From an optimization exercise on the open Yosys and OpenROAD flow, aimed at small area and a short achievable clock period; shortcuts taken in it are not production practice.
RTL that was checked went through simulation tests only; none was proved equivalent to the original.
Power figures rest on the tool's default switching activity, not on a simulated workload.

Design stride_prefetcher_top, start of the top module:
module stride_prefetcher_top (
    input  logic                    clk_i,
    input  logic                    rst_ni,
    input  logic                    snoop_valid_i,
    input  logic [49-1:0] snoop_addr_i,
    output logic                    pf_valid_o,
    input  logic                    pf_ready_i,
    output hwpf_pkg::line_addr_t              pf_base_line_o,
    output hwpf_pkg::stride_t                 pf_stride_o,
    output logic                    pf_drop_o
);
    logic                  cap_valid;
    hwpf_pkg::line_addr_t  cap_line;
    logic                  emit_valid;
    hwpf_pkg::line_addr_t  emit_line;
    hwpf_pkg::stride_t     emit_stride;
    logic                  emit_inc;
    logic                  emit_dec;
    snoop_capture u_capture (
        .clk_i         (clk_i),
        .rst_ni        (rst_ni),
        .snoop_valid_i (snoop_valid_i),
        .snoop_addr_i  (snoop_addr_i),
        .cap_valid_o   (cap_valid),
        .cap_line_o    (cap_line)
    );
    stride_table u_table (
        .clk_i         (clk_i),
        .rst_ni        (rst_ni),
        .snoop_tag_i   (snoop_addr_i[49-1 -: 39]),
        .cap_valid_i   (cap_valid),
        .cap_line_i    (cap_line),
        .emit_valid_o  (emit_valid),
        .emit_line_o   (emit_line),
        .emit_stride_o (emit_stride),
        .emit_inc_o    (emit_inc),
        .emit_dec_o    (emit_dec)
    );
    stream_queue u_queue (
        .clk_i          (clk_i),
        .rst_ni         (rst_ni),
        .emit_valid_i   (emit_valid),
        .emit_line_i    (emit_line),
        .emit_stride_i  (emit_stride),
        .emit_inc_i     (emit_inc),
  ...
make LEC_CHECK=0 CAP_MARGIN=20 CORE_MARGIN=2 CORE_UTILIZATION=40 CTS_CLUSTER_DIAMETER=80 CTS_CLUSTER_SIZE=24 SETUP_SLACK_MARGIN=4.45 SLEW_MARGIN=20 finish   # period 7.2 ns
run.sh (not shown) runs the stock make flow with config.mk's settings and CLKGATE_MAP_FILE= SYNTH_SCRIPT=/design/flow/synth_recipe.tcl, a recipe that flattens the netlist after the stock synthesis.
The baseline went through all stages and came out clean.
Next try:
--- a/flow/config.mk
+++ b/flow/config.mk
@@ -13 +13 @@
-export SETUP_SLACK_MARGIN = 4.45
+export SETUP_SLACK_MARGIN = 4.0
Outcome: Via count came out lower by a few percent. Wire length came out lower by roughly a tenth. Design area came out lower by a little under a tenth. Total power came out lower slightly. Worst setup slack loses 200 ps. First-iteration DRC count came out lower by about a fifth. Global-route usage came out lower by 1.4 points. Count of clock-buffer cells in the layout came out higher by 1. Utilization came out lower by 3.7 points. Fmax came out lower by a few percent. Sequential power is about the same.
Next try:
--- a/flow/config.mk
+++ b/flow/config.mk
@@ -13 +13 @@
-export SETUP_SLACK_MARGIN = 4.0
+export SETUP_SLACK_MARGIN = 4.3
Count of clock-buffer cells in the layout shrinks by 1.
Area after synthesis stays the same.
Clock skew falls by 6.8 ps.
Critical path depth increases by 7.
Total power grows by 1.3%.
Worst setup slack improved by 250 ps.
Clock power went up by about 3%.
Synthesized cell count does not change.
Flip-flop and latch count is unchanged.
Routed wire length is higher by 3.7%.
Sequential share of layout area drops by 2.3 points.

* * *

main:
Another version of the RTL of stride_prefetcher_top (not shown whole).
For scale: roughly 1,400 flip-flops, roughly 110 I/O pins.
Settings: LEC_CHECK=0, CAP_MARGIN=20, CORE_MARGIN=2, CORE_UTILIZATION=40, SLEW_MARGIN=20; clock period 7.2 ns.
main | status: complete | timing, DRC, antenna: pass
#### Input delta (the feature branch over main)
Settings: setting SETUP_SLACK_MARGIN to 4.0 for the first time.
Notes after the runs:
- The feature branch finished every stage and its layout cleared the timing, DRC and antenna checks.
- Both conditions hold for main: the flow ran to the end and the final layout passed the timing, DRC and antenna checks.
- ~same register area in main and the feature branch
- Relative to main, relative slew slack increased by 2.1 points in the feature branch.
- Area: the feature branch vs main -> the feature branch larger
- Overall via count from detail_route (the feature branch over main): increase, 888
- When the feature branch is measured against main, its worst hold slack across all endpoints turns out 0.024 ns higher.
No run of this note included a check of the RTL's function; only the layout flow was run.

* * *

== oak ==
Another version of the RTL of stride_prefetcher_top (not shown whole).
Size in the first run: about 3800 cells after synthesis, about 1400 flip-flops, roughly 110 I/O pins, about 57000 um^2 of cells after synthesis.
==> flow/design.v (excerpt) <==
module stride_prefetcher_top (
    input  logic                    clk_i,
    input  logic                    rst_ni,
    input  logic                    snoop_valid_i,
    input  logic [49-1:0] snoop_addr_i,
    output logic                    pf_valid_o,
    input  logic                    pf_ready_i,
    output hwpf_pkg::line_addr_t              pf_base_line_o,
    output hwpf_pkg::stride_t                 pf_stride_o,
    output logic                    pf_drop_o
);
Settings: LEC_CHECK=0, CAP_MARGIN=20, CORE_MARGIN=2, CORE_UTILIZATION=40, SETUP_SLACK_MARGIN=4.0, SLEW_MARGIN=20; clock period 7.2 ns.
#### Input delta (maple over oak)
-- flow/config.mk --
<<< oak, line 11
export SETUP_SLACK_MARGIN = 4.0
>>> maple, line 11
export SETUP_SLACK_MARGIN = 4.5
Findings:
- Against oak, the final cell area of maple is higher.
- Diff oak -> maple | number of non-clock buffers | up by more than 100%
- Higher number of antenna violations at the first check in global routing was reported by maple, not oak.
- maple: PASS, flow complete, no timing, DRC or antenna violations
- Delta(estimated wirelength of the detail-placed design, maple - oak) > 0
- Relative to oak, number of cells on the worst hold path has gone down in maple.
- Against oak, maple comes in 2.1 points higher on overall track demand over capacity in global routing.
- maple gives more met2 routing resource usage after global routing than oak did.

-- what the ideal ports hide --
The results above use ideal ports. As a check the final layouts listed here were re-extracted and re-timed, cells and wires unchanged.
Step 1 assumes that a clkbuf_16 drives the clock port and a buf_2 every other input.
Step 2 adds t to the input delays and takes it off the output delays; t is the mean of the earliest and latest rising clock arrival at the registers after step 1. Input paths then give back, and output paths get back, about the clock's delay inside the block.
a / b / c = no drivers / after step 1 / after step 2; a / b = the first two.
run	t, ns	slack for setup (ns)	worst hold slack (ns)	worst setup path after step 2
the first run of note 1	0.786	4.146 / 4.146 / 3.602	0.473 / 0.473 / 0.473	input to register
the second run of note 1	0.757	3.943 / 3.993 / 3.236	0.466 / 0.466 / 0.466	input to register
the third run of note 1	0.782	4.196 / 4.196 / 3.492	0.473 / 0.473 / 0.473	input to register
main	0.853	2.196 / 2.196 / 2.196	0.426 / 0.426 / 0.426	register to register
the feature branch	0.849	3.463 / 3.463 / 3.155	0.449 / 0.449 / 0.449	input to register
oak	0.853	3.860 / 3.860 / 3.222	0.472 / 0.472 / 0.472	input to register
maple	0.869	3.830 / 3.830 / 3.653	0.432 / 0.432 / 0.432	input to register
After both steps every run listed still meets setup and hold. For the second run of note 1, which loses most, drivers alone change the setup slack by +0.050 ns; drivers and shift together by -0.707 ns.
